Background: an optimization exercise with open tools, aiming at small area and a short achievable clock period. Do not read the settings as production practice.
At most, simulation tests tie the RTL to the original design; equivalence was not proved.
Power and IR drop assume default switching activity.

==> run a: inputs <==
Design mecobo_core, start of the top module:
module mecobo_core
(
  input  logic                        sys_clk,
  input  logic                        global_clock_reset,
  input  logic                        host_cs,
  input  logic                        host_wr,
  input  logic [7:0]                  host_addr,
  input  logic [15:0]                 host_wdata,
  output logic [15:0]                 host_rdata,
  output logic [8-1:0] pins
);
==> module cmd_fifo, before the edit <==
module cmd_fifo #(
  parameter int DEPTH = 16,
  parameter int WIDTH = 16
) (
  input  logic             sys_clk,
  input  logic             global_clock_reset,
  input  logic             push,
  input  logic [WIDTH-1:0] din,
  input  logic             pop,
  output logic [WIDTH-1:0] dout,
  output logic             valid,
  output logic             full
);
  localparam int AW = $clog2(DEPTH);
  logic [WIDTH-1:0] mem [DEPTH];
  logic [AW-1:0]    wr_ptr;
  logic [AW-1:0]    rd_ptr;
  logic [AW:0]      count;
  logic             do_push;
  logic             do_pop;
  assign full    = count[AW];
  assign valid   = (count != '0);
  assign do_push = push && !full;
  assign do_pop  = pop && valid;
  assign dout    = mem[rd_ptr];
  always_ff @(posedge sys_clk) begin
    if (do_push) mem[wr_ptr] <= din;
  end
  always_ff @(posedge sys_clk) begin
    if (global_clock_reset) begin
      wr_ptr <= '0;
      rd_ptr <= '0;
      count  <= '0;
    end else begin
      if (do_push) wr_ptr <= wr_ptr + 1'b1;
      if (do_pop)  rd_ptr <= rd_ptr + 1'b1;
      count <= count + {{AW{1'b0}}, do_push} - {{AW{1'b0}}, do_pop};
    end
  end
endmodule
==> module scheduler, before the edit <==
module scheduler
(
  input  logic        sys_clk,
  input  logic        global_clock_reset,
  input  logic        cmd_push,
  input  logic [52:0] cmd_in,
  output logic        cmd_full,
  output logic        cmd_empty,
  output logic        bus_en,
  output logic [20:0] bus_p,
  output logic [31:0] global_time
);
  logic [52:0] mem [15];
  logic [52:0] head;
  logic [3:0]  rd_ptr;
  logic [3:0]  wr_ptr;
  logic [4:0]  count;
  logic        nz;
  logic        one;
  logic        push_ok;
  logic        due;
  logic        is_rst;
  assign nz        = (count != 5'd0);
  assign one       = (count == 5'd1);
  assign cmd_full  = count[4];
  assign cmd_empty = !nz;
  assign push_ok   = cmd_push && !count[4];
  assign is_rst    = !head[20] && head[3] && head[2];
  assign due       = nz && (global_time >= head[52:21]);
  always_ff @(posedge sys_clk) begin
    if (push_ok && nz) mem[wr_ptr] <= cmd_in;
  end
  always_ff @(posedge sys_clk) begin
    head <= due ? (one ? cmd_in : mem[rd_ptr]) : (nz ? head : cmd_in);
  end
  always_ff @(posedge sys_clk) begin
    if (global_clock_reset) begin
      count  <= '0;
      rd_ptr <= '0;
      wr_ptr <= '0;
    end else begin
      count <= count + {4'd0, push_ok} - {4'd0, due};
      if (push_ok && nz) wr_ptr <= (wr_ptr == 4'd14) ? 4'd0 : wr_ptr + 4'd1;
      if (due && (!one || push_ok)) rd_ptr <= (rd_ptr == 4'd14) ? 4'd0 : rd_ptr + 4'd1;
    end
  end
  always_ff @(posedge sys_clk) begin
    if (global_clock_reset) begin
      global_time <= '0;
      bus_en      <= 1'b0;
    end else begin
      global_time <= (due && is_rst) ? 32'd0 : global_time + 32'd1;
      bus_en      <= due && !is_rst;
    end
  end
  always_ff @(posedge sys_clk) begin
    bus_p <= head[20:0];
  end
endmodule
==> flow/config.mk <==
export PLATFORM = sky130hd
export DESIGN_NAME = mecobo_core
export DESIGN_NICKNAME = mecobo_core
export VERILOG_FILES = /design/flow/design.v
export SDC_FILE = /design/flow/constraint.sdc
export NUM_CORES = 4
export LEC_CHECK = 0
export CAP_MARGIN = 20
export CORE_MARGIN = 2
export CORE_UTILIZATION = 40
export PLACE_DENSITY = 0.6
export SLEW_MARGIN = 20
==> flow/constraint.sdc <==
create_clock -name core_clock -period 6.0 [get_ports {sys_clk}]
set_input_delay 1.2000 -clock core_clock [delete_from_list [all_inputs] [get_ports {sys_clk}]]
set_output_delay 1.2000 -clock core_clock [all_outputs]
set_load 0.01 [all_outputs]
run.sh (not shown) runs the stock make flow with config.mk's settings and CLKGATE_MAP_FILE= SYNTH_SCRIPT=/design/flow/synth_recipe.tcl, a recipe that flattens the netlist after the stock synthesis.
==> inputs of run b, as changes to run a <==
- SETUP_SLACK_MARGIN: default -> 3.4
==> inputs of run c, as changes to run a <==
--- a/flow/design.v
+++ b/flow/design.v
@@ -68,7 +68,11 @@
     end else begin
       if (do_push) wr_ptr <= wr_ptr + 1'b1;
       if (do_pop)  rd_ptr <= rd_ptr + 1'b1;
-      count <= count + {{AW{1'b0}}, do_push} - {{AW{1'b0}}, do_pop};
+      case ({do_push, do_pop})
+        2'b10:   count <= count + 1'b1;
+        2'b01:   count <= count - 1'b1;
+        default: count <= count;
+      endcase
     end
   end
 endmodule
@@ -187,7 +191,11 @@
       rd_ptr <= '0;
       wr_ptr <= '0;
     end else begin
-      count <= count + {4'd0, push_ok} - {4'd0, due};
+      case ({push_ok, due})
+        2'b10:   count <= count + 5'd1;
+        2'b01:   count <= count - 5'd1;
+        default: count <= count;
+      endcase
       if (push_ok && nz) wr_ptr <= (wr_ptr == 4'd14) ? 4'd0 : wr_ptr + 4'd1;
       if (due && (!one || push_ok)) rd_ptr <= (rd_ptr == 4'd14) ? 4'd0 : rd_ptr + 4'd1;
     end
- SETUP_SLACK_MARGIN: default -> 3.4
==> summary of the runs <==
Flip-flop and latch count is the same in run c and run b.
Clock power: run c is higher than run b (about 7%).
In run a the final cell count is smaller than in run c, by about 3.4%.
The lowest clock skew belongs to run a, the highest to run b.
In run b the fmax is higher than in run a, by 26%.
Against run c, the sequential share of layout area of run a is higher by 3.9 points.
Die area is the same in run a and run b.
The RTL of run c was laid out without a check of its function.

[what the ideal ports hide]
How much do the figures lean on ideal ports? The routed layouts below were timed once more, with nothing changed but the port constraints. Step 1 sets driving cells, clkbuf_16 on the clock port and buf_2 on the other inputs (assumed; they add their load-dependent delay and slew). Step 2 moves the port delays by t, midway between the first and last clock arrival at a register: inputs arrive t later, outputs are due t later. That takes back most of the time a late clock gives input paths. Three values: ideal ports, drivers, drivers and shift; two values: the first two.
run | t (ns) | setup WS [ns] | hold slack, ns | worst setup path after step 2
run a | 0.875 | 1.594 / 1.594 / 0.865 | 0.316 / 0.316 / 0.316 | input to register
run b | 0.873 | 2.507 / 2.507 / 2.467 | 0.300 / 0.300 / 0.300 | input to register
run c | 0.902 | 2.733 / 2.778 / 1.876 | 0.339 / 0.339 / 0.339 | input to register
After both steps setup and hold are still met in every run listed. The setup slack of run c, which loses most, moves by +0.045 ns with the drivers and by -0.857 ns with both steps.
